This is an optimization exercise on Yosys and OpenROAD, whose aim is small area, a short achievable clock period and few clock cycles per item, not a production implementation. Where RTL was checked, it was by simulation tests only, not by an equivalence proof against the original. Function not checked in run 1: the RTL went through the layout flow alone.

==> flow/design.v, too long to show whole: its modules and the start of the top module <==
// module affine_warp_source_address: 3515 lines
// module awsa_fa: 4 lines
// module awsa_ha: 4 lines
// module awsa_bsel: 5 lines
// module awsa_sel3: 3 lines
// module awsa_ao21: 3 lines
// module awsa_and2: 3 lines
// module awsa_xor: 3 lines
// module awsa_bsel0: 3 lines
module affine_warp_source_address
(
    input  logic        clk,
    input  logic        rst_n,
    input  logic        in_valid,
    output logic        in_ready,
    input  logic [10:0] out_x,
    input  logic [10:0] out_y,
    output logic        out_valid,
    input  logic        out_ready,
    output logic        hit,
    output logic [11:0] src_x,
    output logic [11:0] src_y,
    output logic [23:0] src_index,
    input  logic        cfg_wr_en,
    input  logic [2:0]  cfg_index,
    input  logic [31:0] cfg_data
);
  // ...
==> flow/run.sh <==
#!/bin/bash
# synth_recipe.tcl (not shown) runs the flow's synth.tcl, then flattens the netlist and writes it again
# the make line also repeats each setting of config.mk as NAME=value (left out here)
make -C /OpenROAD-flow-scripts/flow DESIGN_CONFIG=/design/flow/config.mk WORK_HOME=/design/flow/orfs CLKGATE_MAP_FILE= SYNTH_SCRIPT=/design/flow/synth_recipe.tcl finish
==> flow/config.mk <==
export PLATFORM = sky130hd
export DESIGN_NAME = affine_warp_source_address
export DESIGN_NICKNAME = affine_warp_source_address
export VERILOG_FILES = /design/flow/design.v
export SDC_FILE = /design/flow/constraint.sdc
export NUM_CORES = 4
export LEC_CHECK = 0
export CAP_MARGIN = 20
export CORE_MARGIN = 2
export CORE_UTILIZATION = 40
export SETUP_SLACK_MARGIN = 2.8
export SLEW_MARGIN = 20
export SYNTH_HIERARCHICAL = 1
==> flow/constraint.sdc <==
create_clock -name core_clock -period 7.2 [get_ports {clk}]
set_input_delay 1.4400 -clock core_clock [delete_from_list [all_inputs] [get_ports {clk}]]
set_output_delay 1.4400 -clock core_clock [all_outputs]
set_load 0.01 [all_outputs]
==> impl_metrics.toml, run 1 <==
[yosys]
yosysTopAreaCell = "fa_1"
muxShareOfSynthArea = 0.00104
netlist.area_leader.share = 0.304
synth.ff_latch_count = 428
synth-edff-count = 425

[setup_path]
path_delay_family = "compound AO/OA/AOI/OAI gates"
r2r_cells = 13
cp_slowest_cell = "a222oi_1"
critPathCapture = "ixc_q[11]$_DFFE_PP_"

[drt]
met1_length_mm = 68.3
drt_iter0_markers = 3834
viasPerCell = 6.11
drc = 0

[floorplan]
core_area_um2 = 126000

[cells_and_area]
signal_buffers = 456
fin_nets = 5552
instances_no_fill = 6198

[timing]
setup-violations-final = 0
tns_ns = 0
timing.final.crit_share = 0.648

[placed_design]
io_buffers = 112
dpl_worst_slack_ns = 1.81
dp_hpwl_mm = 118

[global_routing]
grt_max_degree = 69

[flow_run]
cap_viol_max_count = 0

[clock_network]
post_cts_resized = 252

[run_status]
status = "no timing/DRC/antenna violations"
==> inputs of run 2 (changes only) <==
--- a/flow/design.v
+++ b/flow/design.v
@@ -17,43 +17,47 @@
     input  logic [31:0] cfg_data
 );
     logic [31:0] coef_xx_reg, coef_xy_reg, offset_x_reg;
     logic [31:0] coef_yx_reg, coef_yy_reg, offset_y_reg;
     logic [12:0] src_w_reg, src_h_reg;
     logic [13:0] src_w3_reg;   
     logic [12:0] dim_wr;
     assign dim_wr = (cfg_data[12:0] > 13'd4096) ? 13'd4096 : cfg_data[12:0];
-    logic [31:0] cfg_d0, cfg_d1;
-    logic [12:0] dim_d;
-    logic [13:0] dim3_d;
-    logic [7:0]  cfg_we;
-    assign cfg_d0 = rst_n ? cfg_data : 32'h0;
-    assign cfg_d1 = rst_n ? cfg_data : 32'h0001_0000;
-    assign dim_d  = rst_n ? dim_wr : 13'd1;
-    assign dim3_d = rst_n ? ({1'b0, dim_wr} + {dim_wr, 1'b0}) : 14'd3;
-    always_comb
-    begin
-        for (int k = 0; k < 8; k++)
-            cfg_we[k] = !rst_n || (cfg_wr_en && (cfg_index == 3'(k)));
-    end
     always_ff @(posedge clk)
     begin
-        if (cfg_we[0]) coef_xx_reg  <= cfg_d1;
-        if (cfg_we[1]) coef_xy_reg  <= cfg_d0;
-        if (cfg_we[2]) offset_x_reg <= cfg_d0;
-        if (cfg_we[3]) coef_yx_reg  <= cfg_d0;
-        if (cfg_we[4]) coef_yy_reg  <= cfg_d1;
-        if (cfg_we[5]) offset_y_reg <= cfg_d0;
-        if (cfg_we[6])
+        if (!rst_n)
+        begin
+            coef_xx_reg  <= 32'h0001_0000;
+            coef_xy_reg  <= 32'h0;
+            offset_x_reg <= 32'h0;
+            coef_yx_reg  <= 32'h0;
+            coef_yy_reg  <= 32'h0001_0000;
+            offset_y_reg <= 32'h0;
+            src_w_reg    <= 13'd1;
+            src_w3_reg   <= 14'd3;
+            src_h_reg    <= 13'd1;
+        end
+        else if (cfg_wr_en)
         begin
-            src_w_reg  <= dim_d;
-            src_w3_reg <= dim3_d;
+            case (cfg_index)
+                3'd0: coef_xx_reg  <= cfg_data;
+                3'd1: coef_xy_reg  <= cfg_data;
+                3'd2: offset_x_reg <= cfg_data;
+                3'd3: coef_yx_reg  <= cfg_data;
+                3'd4: coef_yy_reg  <= cfg_data;
+                3'd5: offset_y_reg <= cfg_data;
+                3'd6:
+                begin
+                    src_w_reg  <= dim_wr;
+                    src_w3_reg <= {1'b0, dim_wr} + {dim_wr, 1'b0};
+                end
+                default: src_h_reg <= dim_wr;
+            endcase
         end
-        if (cfg_we[7]) src_h_reg <= dim_d;
     end
     logic v0, v1, v2;
     logic r0, r1, r2;
     assign r2 = !v2 || out_ready;
     assign r1 = !v1 || r2;
     assign r0 = !v0 || r1;
     assign in_ready  = r0;
     assign out_valid = v2;
==> flow/config.mk (replaced) <==
export PLATFORM = sky130hd
export DESIGN_NAME = affine_warp_source_address
export DESIGN_NICKNAME = affine_warp_source_address
export VERILOG_FILES = /design/flow/design.v
export SDC_FILE = /design/flow/constraint.sdc
export NUM_CORES = 4
export LEC_CHECK = 0
export CAP_MARGIN = 20
export CORE_MARGIN = 2
export CORE_UTILIZATION = 40
export SETUP_SLACK_MARGIN = 2.7
export SLEW_MARGIN = 20
export SYNTH_HIERARCHICAL = 1
==> run 2 against run 1 <==
Compared with the run above:
- fmax is 0.39% higher
- non-clock buffer count is 121 lower
- count of clock-buffer cells in the layout is 11 higher
- synthesized cell count is 18% higher
- sequential cell count is 1 lower
- highest routed layer is now met5
- final cell count is 8.5% higher
- via count is 8.9% higher
- utilization is 1.3 points lower
- still clean
==> impl_metrics.toml, run 2 <==
[floorplan]
ioPinCount = 113
fp.dieH_um = 363
core_area_um2 = 128000
num_rows = 131
die_x_um = 363
start_util = 0.403
die-area_um2 = 132000

[yosys]
async_reset_ff_frac = 0.00703
synth.ff_latch_count = 427
yosysTopAreaCell = "fa_1"
netlist_area_um2 = 51500
synthSimpleGateAreaFrac = 0.0707
synthTopCellsByArea = "fa_1 30%, a22o_1 14%, xor2_1 12%"
synth_xor_area_frac = 0.133
muxShareOfSynthArea = 0.00119
synth_most_common_cell = "a22o_1"
ys_types = 59
synthAdderAreaFrac = 0.353
avgSynthCellArea_um2 = 11.1
synth_compound_area_frac = 0.212
netlist.area_leader.share = 0.299
yosysWarnings = 7
synth-seq-area-share = 0.204
synth_top_family_by_area = "adder cells"
synth-edff-count = 193
synth-main-ff-cell = "dfxtp_1"
yosys-top-cells-count = "794 x a22o_1, 768 x fa_1, 722 x xor2_1"
netlist_instances = 4624

[cells_and_area]
drive_gt1_frac = 0.157
nFillCells = 11600
fin_nets = 6068
area_delta_synth_final_pct = 19.1
instances_no_fill = 6727
final_common_cell = "a22o_1"
layout_common_cells = "792 x a22o_1, 681 x xor2_1, 504 x fa_1"

[timing]
max_slew.worst_pin.slew_ns = 1.08
timing.final.crit_share = 0.645
max_freq_mhz = 215
skew_ns = 0.0280
grt_setup_unrepaired = "true"
setup-violations-final = 0
hold_viol = 0
maxSlewViolCount = 0
period_needed_ns = 4.65
timing.slew.headroom = 0.262
tns_ns = 0

[global_routing]
use_met1 = 0.370
grtUsageMet2 = 0.453
antenna_found_initial = 11
grt_util_all_layers = 0.289
grt_pass1_wl_mm = 284
grt_pass1_vias = 42800
grt_max_degree = 96
grt_busiest_layer = "met2"
gr-usage-met3 = 0.0630
gr-total-overflow = 0

[placed_design]
gp_congestion = 0.893
dp_hpwl_mm = 117
io_buffers = 112
dpl.cell_count = 6498

[clock_network]
cts_tree = "done"
numCtsBuffers = 54
clock_tree.root_cell = "clkbuf_16"
cts_hold_repair.buffers = 0
clk_latency_ns = 0.68
ctsLongestPathBuffers = 3
cts_max_level = 2
cts_sinks = 427
path_clk_slew_ns = 0.06

[drt]
vias = 41200
avgRoutedWirePerCell_um = 28.6
viasPerCell = 6.12
routed_wl_mm = 193
ant_nets = 0
drt_first_pass_iters = 14
drc = 0
drt_iter0_markers = 4777

[setup_path]
rr_startpoint = "x_two0_a$_DFFE_PP_"
path_common_cell = "fa_1"
crit_arrival_ns = 5.11
worstPathRequired_ns = 7.66
worstSetupStartpointType = "flop"
worst-setup-path-type = "reg -> reg"
crit_chain = "buf_12 > buf_4 > a22o_1 > xor2_2 > fa_2 > fa_2 > fa_1 > fa_1 > fa_1 > ha_1 > xnor2_1 > nor4_1"
reg2reg_setup_slack_ns = 2.55
r2r_cells = 12
critPathMaxFanout = 6
cp_slowest_cell = "fa_1"
slowest_delay_ns = 0.55
r2r_end = "sx_lz1[3]$_DFFE_PP_"
crit_buf_inv = 2
path_delay_family = "adder cells"
cp-end-kind = "flop"

[hold_path]
whs_path_depth = 2
hold_end = "src_h_reg[2]$_SDFFE_PN0P_"
hold_start = "src_h_reg[2]$_SDFFE_PN0P_"
hold_path_class = "reg -> reg"

[flow_run]
cap_viol_max_count = 0

[run_status]
status = "no timing/DRC/antenna violations"
-- run 2: changes by cell type after synthesis, moves of 22 or more --
cell / previous run / this run
nand2_1: 21 / 452
edfxtp_1: 425 / 193
a21boi_0: 0 / 180
and2_1: 137 / 103
dfxtp_1: 0 / 231
clkbuf_1: 13 / 85
nor3b_1: 3 / 25
a21boi_1: 3 / 37
-- run 2: modules after synthesis, one instance, submodules excluded, a selection --
module                      cells  times used  area (µm²)
awsa_and2                       1          66        6.26
affine_warp_source_address   1908           1       19300
awsa_xor                        1         707        8.76
awsa_bsel0                      1         792        8.76
awsa_fa                         1         767        20.0
awsa_ao21                       1         112        7.51
awsa_ha                         1          94        12.5
awsa_sel3                       2          89        13.8
-- run 2: per-layer routing --
layer / routed length, µm / share of wire
met1: 75500 / 0.39
met2: 86700 / 0.45
met3: 18000 / 0.093
met4: 12300 / 0.064
met5: 96 / 0.00050
-- run 2: worst max-delay path by stage --
stage,start,end,slack (ns),depth (start not counted)
global placement,cfg_data[12],src_w3_reg[9]$_SDFFE_PN0P_,1.99,12
floorplan,x_neg1_a$_DFFE_PP_,sy_g1[3]$_DFFE_PP_,1.38,12
finish,x_two0_a$_DFFE_PP_,sx_lz1[3]$_DFFE_PP_,2.55,12
detailed placement,cfg_data[12],src_w3_reg[9]$_SDFFE_PN0P_,2.00,12
CTS,x_one2_a$_DFFE_PP_,sy_hz1[0]$_DFFE_PP_,2.61,13
global route,x_one2_a$_DFFE_PP_,sy_lz1[2]$_DFFE_PP_,2.49,13
-- run 2: kinds of logic after synthesis --
logic type      Yosys count
compound gates         1307
xor+xnor                783
fa+ha+maj               989
buf+inv                 354
flops                   427
mux                       6
other cells               2
simple gates            756
-- run 2: what timing repair did --
action                                  in CTS  in global routing
gates cloned                                26                  3
setup buffers                               67                 29
gates resized for setup                    170                116
pin swaps                                   99                 61
endpoints found under the setup margin     109                 58
-- run 2: stage by stage --
stage | hold slack, ns | cell area, µm² | worst slack (ns) | utilization
floorplan | 0.439 | 52700 | 1.38 | -
global placement | 0.455 | 56800 | 1.99 | 0.445
detailed placement | 0.461 | 56800 | 2.00 | 0.445
CTS | 0.470 | 60600 | 2.61 | 0.474
global route | 0.489 | 61300 | 2.49 | 0.480
finish | 0.466 | 61300 | 2.55 | 0.480
-- run 2: cell type report --
cell class              instances  area (µm²)  share of cell area
multi-input cells            3932       41800               0.682
flip-flops and latches        427       10500               0.172
repair buffers                335        4010              0.0654
well taps                    1662        2080              0.0339
clock buffers                  71        1550              0.0253
inverters                     267        1000              0.0163
clock inverters                30         325             0.00531
diodes                          3        7.51            0.000122
-- run 2: tightest hold or removal path, cell delays in order, from the launching register on --
cell	delay, ns
dfxtp_1	0.31
nand2_1	0.04
a21boi_0	0.06
Testbench counts of run 2, summed over its fixed seeds: cycles 24,264, items 24,000.
==> inputs of run 3 (changes only) <==
--- a/flow/config.mk
+++ b/flow/config.mk
@@ -10,3 +10,3 @@
 export CORE_UTILIZATION = 40
-export SETUP_SLACK_MARGIN = 2.7
+export SETUP_SLACK_MARGIN = 2.5
 export SLEW_MARGIN = 20
==> run 3 against run 2 <==
Compared with the run above:
- die area unchanged
- fmax increased by 0.48%
- synthesized cell count unchanged
- sequential share of layout area increased by 0.53 points
- worst hold slack got worse by 0.0036 ns
- count of clock-buffer cells in the layout increased by 13
- register-to-register slack improved by 0.02 ns
- area after synthesis unchanged
- worst setup slack improved by 0.022 ns
- routed wire length decreased by 5.3%
==> impl_metrics.toml, run 3 <==
[setup_path]
worstPathRequired_ns = 7.62
cp_slowest_cell = "fa_2"
r2r_cells = 15
crit_chain = "buf_12 > clkbuf_16 > a22o_1 > xor2_1 > fa_2 > fa_1 > fa_2 > fa_1 > fa_1 > inv_1 > ha_4 > a21oi_2 > nor2b_1 > o21ai_0 > nand2b_1"
path_common_cell = "fa_1"
cp-end-kind = "flop"
worstSetupStartpointType = "flop"
reg2reg_setup_slack_ns = 2.58
slowest_delay_ns = 0.62
worst-setup-path-type = "reg -> reg"
rr_startpoint = "x_one3_a$_DFFE_PP_"
crit_buf_inv = 3
critPathMaxFanout = 6
path_delay_family = "adder cells"
r2r_end = "sy_g1[2]$_DFFE_PP_"
startpoint = "x_one3_a$_DFFE_PP_"
crit_cells = 15
crit_arrival_ns = 5.04

[placed_design]
gp_congestion = 0.894
placement.cell_area_um2 = 56800
dpl.cell_count = 6496
io_buffers = 112
dp_hpwl_mm = 116
dpl_worst_slack_ns = 2.21

[floorplan]
core_area_um2 = 128000
num_rows = 131
start_util = 0.403
fp.dieH_um = 363
ioPinCount = 113
die_x_um = 363
die-area_um2 = 132000

[flow_run]
cap_viol_max_count = 0

[yosys]
synth.ff_latch_count = 427
yosysTopAreaCell = "fa_1"
synthTopCellsByArea = "fa_1 30%, a22o_1 14%, xor2_1 12%"
synth-edff-count = 193
avgSynthCellArea_um2 = 11.1
synth-seq-area-share = 0.204
synth-main-ff-cell = "dfxtp_1"
netlist_instances = 4624
netlist_area_um2 = 51500
yosysWarnings = 7
synth_most_common_cell = "a22o_1"
netlist.area_leader.share = 0.299
async_reset_ff_frac = 0.00703
ys_types = 59
yosys-top-cells-count = "794 x a22o_1, 768 x fa_1, 722 x xor2_1"

[timing]
timing.final.crit_share = 0.642
maxSlewViolCount = 0
setup-violations-final = 0
skew_ns = 0.0320
whs_ns = 0.462
hold_viol = 0
max_slew.worst_pin.slew_ns = 1.05
grt_setup_unrepaired = "true"
timing.slew.headroom = 0.282
period_needed_ns = 4.62
max_freq_mhz = 216
setup_slack_ns = 2.58
tns_ns = 0

[clock_network]
clock_tree.root_cell = "clkbuf_16"
numCtsBuffers = 53
cts_hold_repair.buffers = 0
cts_tree = "done"
cts_max_level = 2
cts_sinks = 427
ctsLongestPathBuffers = 3
path_clk_slew_ns = 0.07
clk_latency_ns = 0.68

[drt]
drt_first_pass_iters = 13
vias = 40400
routed_wl_mm = 182
drc = 0
avgRoutedWirePerCell_um = 27.5
ant_nets = 0
viasPerCell = 6.09
drt_iter0_markers = 4346

[cells_and_area]
final_common_cell = "a22o_1"
layout_common_cells = "794 x a22o_1, 713 x xor2_1, 548 x fa_1"
area_delta_synth_final_pct = 15.3
drive_gt1_frac = 0.116
fin_nets = 5974
design_area_um2 = 59400
final_util = 0.465
instances_no_fill = 6632

[hold_path]
hold_end = "offset_x_reg[0]$_SDFFE_PN0P_"
hold_path_class = "reg -> reg"
hold_start = "offset_x_reg[0]$_SDFFE_PN0P_"
whs_path_depth = 2

[global_routing]
antenna_found_initial = 11
gr-total-overflow = 0
grt_pass1_wl_mm = 266
grt_max_degree = 159
grt_util_all_layers = 0.266
grt_pass1_vias = 41900

[run_status]
status = "no timing/DRC/antenna violations"
run 3: changes by cell type in the layout (fill, tap and decap cells not counted), moves of 15 or more:
cell,previous run,this run
buf_4,132,78
fa_1,504,548
fa_2,264,220
xor2_1,681,713
xor2_2,38,9
buf_16,17,0
dfxtp_1,191,206
dfxtp_2,40,25
run 3: worst max path at each step:
stage / end / slack [ns]
global placement: src_w3_reg[9]$_SDFFE_PN0P_ / 2.22
detailed placement: src_w3_reg[9]$_SDFFE_PN0P_ / 2.21
global route: sx_hz1[2]$_DFFE_PP_ / 2.40
floorplan: sy_g1[3]$_DFFE_PP_ / 1.38
CTS: sx_hz1[0]$_DFFE_PP_ / 2.50
finish: sy_g1[2]$_DFFE_PP_ / 2.58
run 3: layout make-up:
cell class,instances,area [µm²]
clock inverters,16,215
well taps,1662,2080
flip-flops and latches,427,10500
fillers,11900,68300
multi-input cells,3930,41200
clock buffers,84,1670
inverters,267,1000
repair buffers,244,2680
diodes,2,5.00
run 3: worst register-to-register path: stages, from the launching register on:
cell and delay (ns):
edfxtp_1 0.41, buf_12 0.18, clkbuf_16 0.20, a22o_1 0.26, xor2_1 0.18, fa_2 0.62
fa_1 0.43, fa_2 0.35, fa_1 0.46, fa_1 0.54, inv_1 0.07, ha_4 0.23
a21oi_2 0.14, nor2b_1 0.06, o21ai_0 0.16, nand2b_1 0.09
run 3: logic make-up after synthesis:
| group | synth area share |
|---|---|
| DFF | 0.204 |
| xor gates and xnor gates | 0.133 |
| buffers and inverters | 0.0258 |
| AOI/OAI and AO/OA | 0.212 |
| adders and majority gates | 0.353 |
| other | 0.000146 |
| and+or+nand+nor | 0.0707 |
| muxes | 0.00119 |
run 3: Yosys stat by module, one instance, submodules excluded, a selection:
module	flip-flops and latches	area, µm²
awsa_ao21	0	7.51
awsa_and2	0	6.26
awsa_bsel0	0	8.76
awsa_ha	0	12.5
awsa_fa	0	20.0
affine_warp_source_address	427	19300
run 3: per-layer routing:
layer,global-route usage,share of wire,routed length (µm),up-vias
met2,0.434,0.46,84000,2256
met4,0.114,0.048,8710,10
met1,0.346,0.40,73000,20500
met5,0,0.00038,69,-
li1,-,-,-,17100
met3,0.0469,0.092,16700,467
run 3: timing repair:
| action | in CTS | in global routing |
|---|---|---|
| resized for setup | 28 | 80 |
| endpoints found under the setup margin | 42 | 34 |
| setup buffers | 7 | 15 |
| gates cloned | 0 | 12 |
| pin swaps | 0 | 21 |

==> separate check: timing with driven ports <==
No port has a modelled driver above. Below, the same layouts with a new extraction and two added sets of constraints. Step 1 assumes that a clkbuf_16 drives the clock port and a buf_2 every other input. Step 2 adds t to the input delays and takes it off the output delays; t is the mean of the earliest and latest rising clock arrival at the registers after step 1. Input paths then give back, and output paths get back, about the clock's delay inside the block. Slacks: ideal ports / drivers / drivers and shift; pairs: ideal ports / drivers.
| run | shift t [ns] | setup WS [ns] | slew at the worst register clock pin (ns) | worst slew at a driven data input, ns | pins driven straight from the clock port |
|---|---|---|---|---|---|
| run 1 | 0.739 | 2.535 / 2.535 / 2.535 | 0.07 / 0.07 | 0.19 | 1 |
| run 2 | 0.743 | 2.553 / 2.553 / 2.211 | 0.07 / 0.07 | 0.16 | 1 |
| run 3 | 0.736 | 2.575 / 2.529 / 2.169 | 0.07 / 0.07 | 0.18 | 1 |
After both steps setup and hold are still met in every run listed. The setup slack of run 3, which loses most, moves by -0.046 ns with the drivers and by -0.406 ns with both steps.
